Source: an optimization exercise on an open RTL-to-GDS flow (aim: small area and a short achievable clock period). Production flows keep margins and buffers that such runs may drop.
Function was checked by simulation only, so behaviour that the tests miss may differ from the original.
No driver is modelled on the clock port, so clocking that relies on it looks cheaper here than on a real chip.

// cic_interpolator
module cic_interpolator (
  input  logic                clock,
  input  logic                reset_n,
  input  logic [5:0]          interpolation,
  input  logic                clear_underflow,
  output logic                underflow,
  input  logic                out_strobe,
  input  logic                in_valid,
  input  logic signed [17:0]  in_data,
  output logic                in_ready,
  output logic                out_valid,
  output logic signed [17:0]  out_data
);
  localparam int AW   = cic_pkg::ACC_WIDTH;
  localparam int KIND  = 0;   
  localparam int AKIND = 2;   
  logic [5:0]          phase_q;
  logic                phase_nz_q;
  logic                phase_zero_q;      
  logic [17:0]         sample0_q, sample1_q;
  logic [18:0]         comb_last1_q;
  logic [19:0]         comb2_q, comb_last2_q;
  logic [20:0]         comb3_q, comb_last3_q;
  logic [21:0]         comb4_q, comb_last4_q;
  logic [21:0]         integ1_q;
  logic [AW-1:0]       integ2_q, integ3_q, integ4_q, integ5_q;
  logic [17:0]         out_slice_q;
  logic [5:0]          out_carry_q;
  logic                out_valid_q;
  logic                underflow_q;
  logic                load_tick;
  logic                wrap;
  logic [17:0]         x;
  logic [18:0]         comb1;
  logic [19:0]         csa_s, csa_c;
  logic [19:0]         comb2_d;
  logic [20:0]         comb3_d;
  logic [21:0]         comb4_d;
  logic [AW-1:0]       integ2_d, integ3_d, integ4_d, integ5_d;
  logic [2:0]          slice_sel;
  logic [17:0]         slice;
  logic                rnd_bit;
  assign load_tick = out_strobe && !phase_nz_q;
  assign x         = in_valid ? in_data : 18'd0;
  assign wrap      = ({1'b0, phase_q} + 7'd1) >= {1'b0, interpolation};
  cic_add #(.W(19), .KIND(KIND)) u_comb1 (
    .a({sample0_q[17], sample0_q}), .b(~{sample1_q[17], sample1_q}), .ci(1'b1), .s(comb1));
  always_comb begin
    logic [19:0] a, b, c;
    a = {{2{sample0_q[17]}}, sample0_q};
    b = ~{{2{sample1_q[17]}}, sample1_q};
    c = ~{comb_last1_q[18], comb_last1_q};
    csa_s = a ^ b ^ c;
  ...
Size in the first run: about 3100 cells after synthesis, about 410 flip-flops, about 50 I/O pins, roughly 0.026 mm^2 of cells after synthesis.
clock: 6.5 ns
lec_check: 0
abc_area: 1
cap_margin: 20
core_margin: 2
core_utilization: 60
place_density: 0.7
setup_slack_margin: 3.58
slew_margin: 20
standard.sh (not shown) runs the stock make flow with config.mk's settings and CLKGATE_MAP_FILE= SYNTH_SCRIPT=/design/flow/synth_recipe.tcl, a recipe that flattens the netlist after the stock synthesis.
==> flow/flow/run.sh <==
#!/bin/bash
# Standard ORFS layout (the standard.sh) with these changes:
#  - synthesis maps with flow/abc_area.script, ORFS's abc_area.script
#    without its "buffer -c" step (placement-time repair buffers instead);
#    ORFS's scripts are copied to scripts_mod/ with only that file replaced
#  - clock tree synthesis without dummy loads, with clkbuf_4 and clkbuf_8 buffers and
#    sink clusters of up to 10 flip-flops
#  - buf_2 as the port buffer
# Make's output goes to flow_make.log.
set -euo pipefail
rm -rf scripts_mod
cp -r "$FLOW_HOME/scripts" scripts_mod
cp flow/abc_area.script scripts_mod/abc_area.script
bash standard.sh \
  "SCRIPTS_DIR=$PWD/scripts_mod" \
  "CTS_ARGS=-sink_clustering_enable -repair_clock_nets -dont_use_dummy_load -sink_clustering_size 10 -sink_clustering_max_diameter 50 -buf_list {sky130_fd_sc_hd__clkbuf_4 sky130_fd_sc_hd__clkbuf_8}" \
  "BUFFER_PORTS_ARGS=-buffer_cell sky130_fd_sc_hd__buf_2" \
  finish > flow_make.log 2>&1
==> flow/flow/abc_area.script <==
strash
dch
map -B 0.9
topo
stime -c
upsize -c
dnsize -c
The first run passed the timing, design-rule and antenna checks.
Edit:
==> flow/flow/run.sh (replaced) <==
#!/bin/bash
# Standard ORFS layout (the standard.sh) with these changes:
#  - synthesis maps with flow/abc_area.script (one round of ABC's &nf
#    mapper, smaller than ORFS's scripts); ORFS's scripts are copied to
#    scripts_mod/ with only that file replaced
#  - clock tree synthesis without dummy loads, with clkbuf_8 buffers and
#    sink clusters of up to 14 flip-flops
#  - buf_2 as the port buffer
#  - a tighter internal repair target on in_ready (flow/pre_cts.tcl)
# Make's output goes to flow_make.log.
set -euo pipefail
rm -rf scripts_mod
cp -r "$FLOW_HOME/scripts" scripts_mod
cp flow/abc_area.script scripts_mod/abc_area.script
bash standard.sh \
  "SCRIPTS_DIR=$PWD/scripts_mod" \
  "CTS_ARGS=-sink_clustering_enable -repair_clock_nets -dont_use_dummy_load -sink_clustering_size 14 -sink_clustering_max_diameter 60 -buf_list sky130_fd_sc_hd__clkbuf_8" \
  "BUFFER_PORTS_ARGS=-buffer_cell sky130_fd_sc_hd__buf_2" \
  "PRE_CTS_TCL=$PWD/flow/pre_cts.tcl" \
  finish > flow_make.log 2>&1
==> flow/flow/abc_area.script (replaced) <==
&get -n
&st
&dch
&nf
&put
buffer -c
topo
stime -c
upsize -c
dnsize -c
==> flow/flow/pre_cts.tcl (new file) <==
set_output_delay 1.65 -clock [get_clocks core_clock] [get_ports in_ready]
SETUP_SLACK_MARGIN = 3.5   (was 3.58)
What happened: The new run passed the timing, design-rule and antenna checks. Clock skew rises by 0.021 ns. Non-clock buffer count rises by 87. Cell area rises by 0.66%.

Setup of sierra:
Another version of the RTL of cic_interpolator (not shown whole).
For scale: ~400 flip-flops, ~50 I/O pins.
clock: 6.5 ns
lec_check: 0
cap_margin: 20
core_margin: 2
core_utilization: 40
place_density: 0.6
setup_slack_margin: 3.45
slew_margin: 20
==> flow/flow/run.sh <==
#!/bin/bash
# Standard ORFS layout (the standard.sh), with clock tree synthesis told
# not to add dummy loads. Make's full output goes to flow_make.log.
set -euo pipefail
bash standard.sh \
  "CTS_ARGS=-sink_clustering_enable -repair_clock_nets -dont_use_dummy_load" \
  finish > flow_make.log 2>&1
The inputs of xenon differ from those of sierra as listed below.
# sierra
export LEC_CHECK = 0
export CAP_MARGIN = 20
export CORE_MARGIN = 2
export CORE_UTILIZATION = 40
export PLACE_DENSITY = 0.6
export SETUP_SLACK_MARGIN = 3.45
export SLEW_MARGIN = 20
create_clock -name core_clock -period 6.5 [get_ports {clock}]
# xenon
export LEC_CHECK = 0
export ABC_AREA = 1
export CAP_MARGIN = 20
export CORE_MARGIN = 2
export CORE_UTILIZATION = 50
export PLACE_DENSITY = 0.65
export SETUP_SLACK_MARGIN = 3.35
export SLEW_MARGIN = 20
create_clock -name core_clock -period 6.5 [get_ports {clock}]
==> flow/flow/run.sh <==
#!/bin/bash
# Standard ORFS layout (the standard.sh) with: no dummy loads in clock
# tree synthesis, and buf_2 as the port buffer. Make's output: flow_make.log.
set -euo pipefail
bash standard.sh \
  "CTS_ARGS=-sink_clustering_enable -repair_clock_nets -dont_use_dummy_load" \
  "BUFFER_PORTS_ARGS=-buffer_cell sky130_fd_sc_hd__buf_2" \
  finish > flow_make.log 2>&1
Row number of setup buffers added after CTS: xenon lower / sierra higher
In xenon relative to sierra, global-route wire length before repair had gone up slightly.
From sierra to xenon the numbers moved as follows: total wirelength of the detailed-routed design decreased by about 4% relative to the old numbers, filler cell count in the final layout decreased by about 9% relative to the old numbers.
Higher die area was reported by sierra, not xenon.
On starting density of the core, the lower figure sits with sierra, not xenon.
| global routing usage on met3 | higher: xenon |
For zinc, these inputs were changed with respect to xenon:
# xenon
export LEC_CHECK = 0
export ABC_AREA = 1
export CAP_MARGIN = 20
export CORE_MARGIN = 2
export CORE_UTILIZATION = 50
export PLACE_DENSITY = 0.65
export SETUP_SLACK_MARGIN = 3.35
export SLEW_MARGIN = 20
create_clock -name core_clock -period 6.5 [get_ports {clock}]
# zinc
export LEC_CHECK = 0
export ABC_AREA = 1
export CAP_MARGIN = 20
export CORE_MARGIN = 2
export CORE_UTILIZATION = 40
export PLACE_DENSITY = 0.6
export SETUP_SLACK_MARGIN = 3.35
export SLEW_MARGIN = 20
create_clock -name core_clock -period 6.5 [get_ports {clock}]
## What came out
- zinc: final cell count without fillers about 4.7% above xenon
- zinc vs xenon, via count of the first global-routing pass went up by about 2%.
- Going from xenon to zinc, die area saw an increase, global-route usage over all layers saw a decrease, clock-buffer cell count saw an increase, via count saw a decrease, sequential share of layout area saw a decrease.
- Clock period minus worst slack in zinc vs xenon: up 0.027 ns
- The multi-input combinational cell area was comparable across zinc and xenon.
- Cmp zinc vs xenon: worst setup slack lower in zinc

## job 1066
cic_interpolator with an RTL version that a note above also has.
Size: ~3200 cells after synthesis, ~410 flip-flops, ~50 I/O pins, ~26000 sq um of cells after synthesis.
==> flow/config.mk <==
export PLATFORM = sky130hd
export DESIGN_NAME = cic_interpolator
export DESIGN_NICKNAME = cic_interpolator
export VERILOG_FILES = /design/flow/design.v
export SDC_FILE = /design/flow/constraint.sdc
export NUM_CORES = 4
export LEC_CHECK = 0
export ABC_AREA = 1
export CAP_MARGIN = 20
export CORE_MARGIN = 2
export CORE_UTILIZATION = 60
export PLACE_DENSITY = 0.7
export SETUP_SLACK_MARGIN = 3.5
export SLEW_MARGIN = 20
==> flow/constraint.sdc <==
create_clock -name core_clock -period 6.5 [get_ports {clock}]
set_input_delay 1.3000 -clock core_clock [delete_from_list [all_inputs] [get_ports {clock}]]
set_output_delay 1.3000 -clock core_clock [all_outputs]
set_load 0.01 [all_outputs]
==> flow/flow/run.sh <==
#!/bin/bash
# Standard ORFS layout (the standard.sh) with: clock tree synthesis
# without dummy loads and with larger sink clusters, buf_2 as the port
# buffer, out_strobe and in_ready pins kept together (flow/pre_io.tcl), and a
# tighter internal repair target on in_ready (flow/pre_cts.tcl).
# Make's output: flow_make.log.
set -euo pipefail
bash standard.sh \
  "CTS_ARGS=-sink_clustering_enable -repair_clock_nets -dont_use_dummy_load -sink_clustering_size 22 -sink_clustering_max_diameter 80" \
  "BUFFER_PORTS_ARGS=-buffer_cell sky130_fd_sc_hd__buf_2" \
  "PRE_IO_PLACEMENT_TCL=$PWD/flow/pre_io.tcl" \
  "PRE_CTS_TCL=$PWD/flow/pre_cts.tcl" \
  finish > flow_make.log 2>&1
==> flow/flow/pre_cts.tcl <==
set_output_delay 1.65 -clock [get_clocks core_clock] [get_ports in_ready]
==> flow/flow/pre_io.tcl <==
# Keep the out_strobe input and the in_ready output, the two ends of the one
# combinational input-to-output path, next to each other on the die edge.
set_io_pin_constraint -pin_names {out_strobe in_ready} -group -order
Job 1066 finished all stages; the layout is clean.
### job 1066 -> job 5081
==> flow/flow/run.sh <==
#!/bin/bash
# Standard ORFS layout (the standard.sh) with: clock tree synthesis
# without dummy loads and with larger sink clusters, buf_2 as the port
# buffer, and a tighter internal repair target on in_ready
# (flow/pre_cts.tcl). Make's output: flow_make.log.
set -euo pipefail
bash standard.sh \
  "CTS_ARGS=-sink_clustering_enable -repair_clock_nets -dont_use_dummy_load -sink_clustering_size 22 -sink_clustering_max_diameter 80" \
  "BUFFER_PORTS_ARGS=-buffer_cell sky130_fd_sc_hd__buf_2" \
  "PRE_CTS_TCL=$PWD/flow/pre_cts.tcl" \
  finish > flow_make.log 2>&1
-- flow/config.mk --
<<< job 1066, line 9
export CAP_MARGIN = 20
export CORE_MARGIN = 2
export CORE_UTILIZATION = 60
export PLACE_DENSITY = 0.7
export SETUP_SLACK_MARGIN = 3.5
export SLEW_MARGIN = 20
>>> job 5081, line 9
export CAP_MARGIN = 20
export CORE_MARGIN = 2
export CORE_UTILIZATION = 50
export PLACE_DENSITY = 0.65
export SETUP_SLACK_MARGIN = 3.35
export SLEW_MARGIN = 20
removed: flow/flow/pre_io.tcl
### Flow results
Job 5081 against job 1066: maximum number of pins on one net before global-route repair flat; utilization down 12 points; met1 usage down 8.4 points; post-placement worst setup slack up 0.048 ns.
Final area (job 5081 over job 1066): decrease, about 1.2%
Worst hold slack, job 1066 and job 5081, higher one = job 1066.
In the tables for job 1066 and job 5081, post-DP HPWL reads lower with job 5081.
For job 3653, these inputs were changed with respect to job 5081:
==> flow/flow/run.sh <==
#!/bin/bash
# Standard ORFS layout (the standard.sh) with these changes:
#  - synthesis maps with flow/abc_area.script, ORFS's abc_area.script
#    without its "buffer -c" and "upsize -c" steps (placement-time repair
#    sizes and buffers instead);
#    ORFS's scripts are copied to scripts_mod/ with only that file replaced
#  - clock tree synthesis without dummy loads, with clkbuf_8 buffers and
#    sink clusters of up to 14 flip-flops
#  - buf_2 as the port buffer
#  - a tighter internal repair target on in_ready (flow/pre_cts.tcl)
# Make's output goes to flow_make.log.
set -euo pipefail
rm -rf scripts_mod
cp -r "$FLOW_HOME/scripts" scripts_mod
cp flow/abc_area.script scripts_mod/abc_area.script
bash standard.sh \
  "SCRIPTS_DIR=$PWD/scripts_mod" \
  "CTS_ARGS=-sink_clustering_enable -repair_clock_nets -dont_use_dummy_load -sink_clustering_size 14 -sink_clustering_max_diameter 60 -buf_list sky130_fd_sc_hd__clkbuf_8" \
  "BUFFER_PORTS_ARGS=-buffer_cell sky130_fd_sc_hd__buf_2" \
  "PRE_CTS_TCL=$PWD/flow/pre_cts.tcl" \
  finish > flow_make.log 2>&1
==> flow/flow/abc_area.script (new file) <==
strash
dch
map -B 0.9
topo
stime -c
dnsize -c
-- flow/config.mk --
<<< job 5081, line 9
export CAP_MARGIN = 20
export CORE_MARGIN = 2
export CORE_UTILIZATION = 50
export PLACE_DENSITY = 0.65
export SETUP_SLACK_MARGIN = 3.35
export SLEW_MARGIN = 20
>>> job 3653, line 9
export CAP_MARGIN = 20
export CORE_MARGIN = 2
export CORE_UTILIZATION = 60
export PLACE_DENSITY = 0.7
export SETUP_SLACK_MARGIN = 3.5
export SLEW_MARGIN = 20
[summary]
- Job 3653 ended with every stage complete and zero timing, DRC or antenna violations.
- In the flow results for job 3653 and job 5081, the average wire per standard cell is smaller on job 3653.
- [compare] base=job 5081 new=job 3653: fraction of layout cells with a size suffix above 1 fell 0.18 points; synthesized cell count lower; total die area moved down; number of standard cells in the final layout excluding fillers lower.
- Taking job 5081 as the reference, in job 3653 sequential share of layout area was more or less identical, worst hold slack across all endpoints went down by 0.037 ns, detailed router's first-iteration violation count went up by 2.3%, fraction of met1 tracks used by global routing went up by 3.9 points.
- buf_16 as the critical path's slowest cell was reported by job 3653, and buf_12 by job 5081.
Modified inputs, job 5069 compared to job 3653
==> flow/flow/run.sh <==
#!/bin/bash
# Standard ORFS layout (the standard.sh) with: clock tree synthesis
# without dummy loads and with larger sink clusters, buf_2 as the port
# buffer, and a tighter internal repair target on in_ready
# (flow/pre_cts.tcl). Make's output: flow_make.log.
set -euo pipefail
bash standard.sh \
  "CTS_ARGS=-sink_clustering_enable -repair_clock_nets -dont_use_dummy_load -sink_clustering_size 22 -sink_clustering_max_diameter 80" \
  "BUFFER_PORTS_ARGS=-buffer_cell sky130_fd_sc_hd__buf_2" \
  "PRE_CTS_TCL=$PWD/flow/pre_cts.tcl" \
  finish > flow_make.log 2>&1
==> flow/flow/pre_cts.tcl <==
set_output_delay 1.55 -clock [get_clocks core_clock] [get_ports in_ready]
-- flow/config.mk --
<<< job 3653, line 11
export CORE_UTILIZATION = 60
export PLACE_DENSITY = 0.7
export SETUP_SLACK_MARGIN = 3.5
export SLEW_MARGIN = 20
>>> job 5069, line 11
export CORE_UTILIZATION = 60
export PLACE_DENSITY = 0.7
export SETUP_SLACK_MARGIN = 3.6
export SLEW_MARGIN = 20
removed: flow/flow/abc_area.script
Results
- Post-detailed-route via-to-cell ratio (higher): job 5069
- Job 5069 ended with more via count of the routed design than job 3653.
- Changes observed in job 5069 relative to job 3653: sequential portion of the cell area fell by 0.99 points; maximum clock frequency rose by about 3%.

==> re-timing with driven ports <==
Ports are ideal in the flow. The routed layouts listed here were re-timed in OpenROAD.
Step 1, drivers: a clkbuf_16 drives clock and a buf_2 each remaining input, both assumed.
Step 2 times the ports against the registers' clock, not the clock port: input delays grow and output delays shrink by t, the midpoint of the rising clock arrivals with the driver on.
Slacks: no drivers / after step 1 / after step 2; pairs: no drivers / after step 1.
run	t (ns)	setup WS [ns]	hold WS [ns]	pins driven straight from the clock port
the first run of note 1	0.670	3.588 / 3.524 / 2.993	0.473 / 0.473 / 0.473	1
the second run of note 1	0.655	3.024 / 3.037 / 2.381	0.454 / 0.454 / 0.454	1
sierra	0.635	3.238 / 3.238 / 2.925	0.463 / 0.463 / 0.463	1
xenon	0.626	3.413 / 3.185 / 3.042	0.451 / 0.451 / 0.451	1
zinc	0.618	3.386 / 3.233 / 2.940	0.396 / 0.396 / 0.396	1
After both steps setup and hold are still met in every run listed. For the second run of note 1, which loses most, drivers alone change the setup slack by +0.013 ns; drivers and shift together by -0.643 ns.
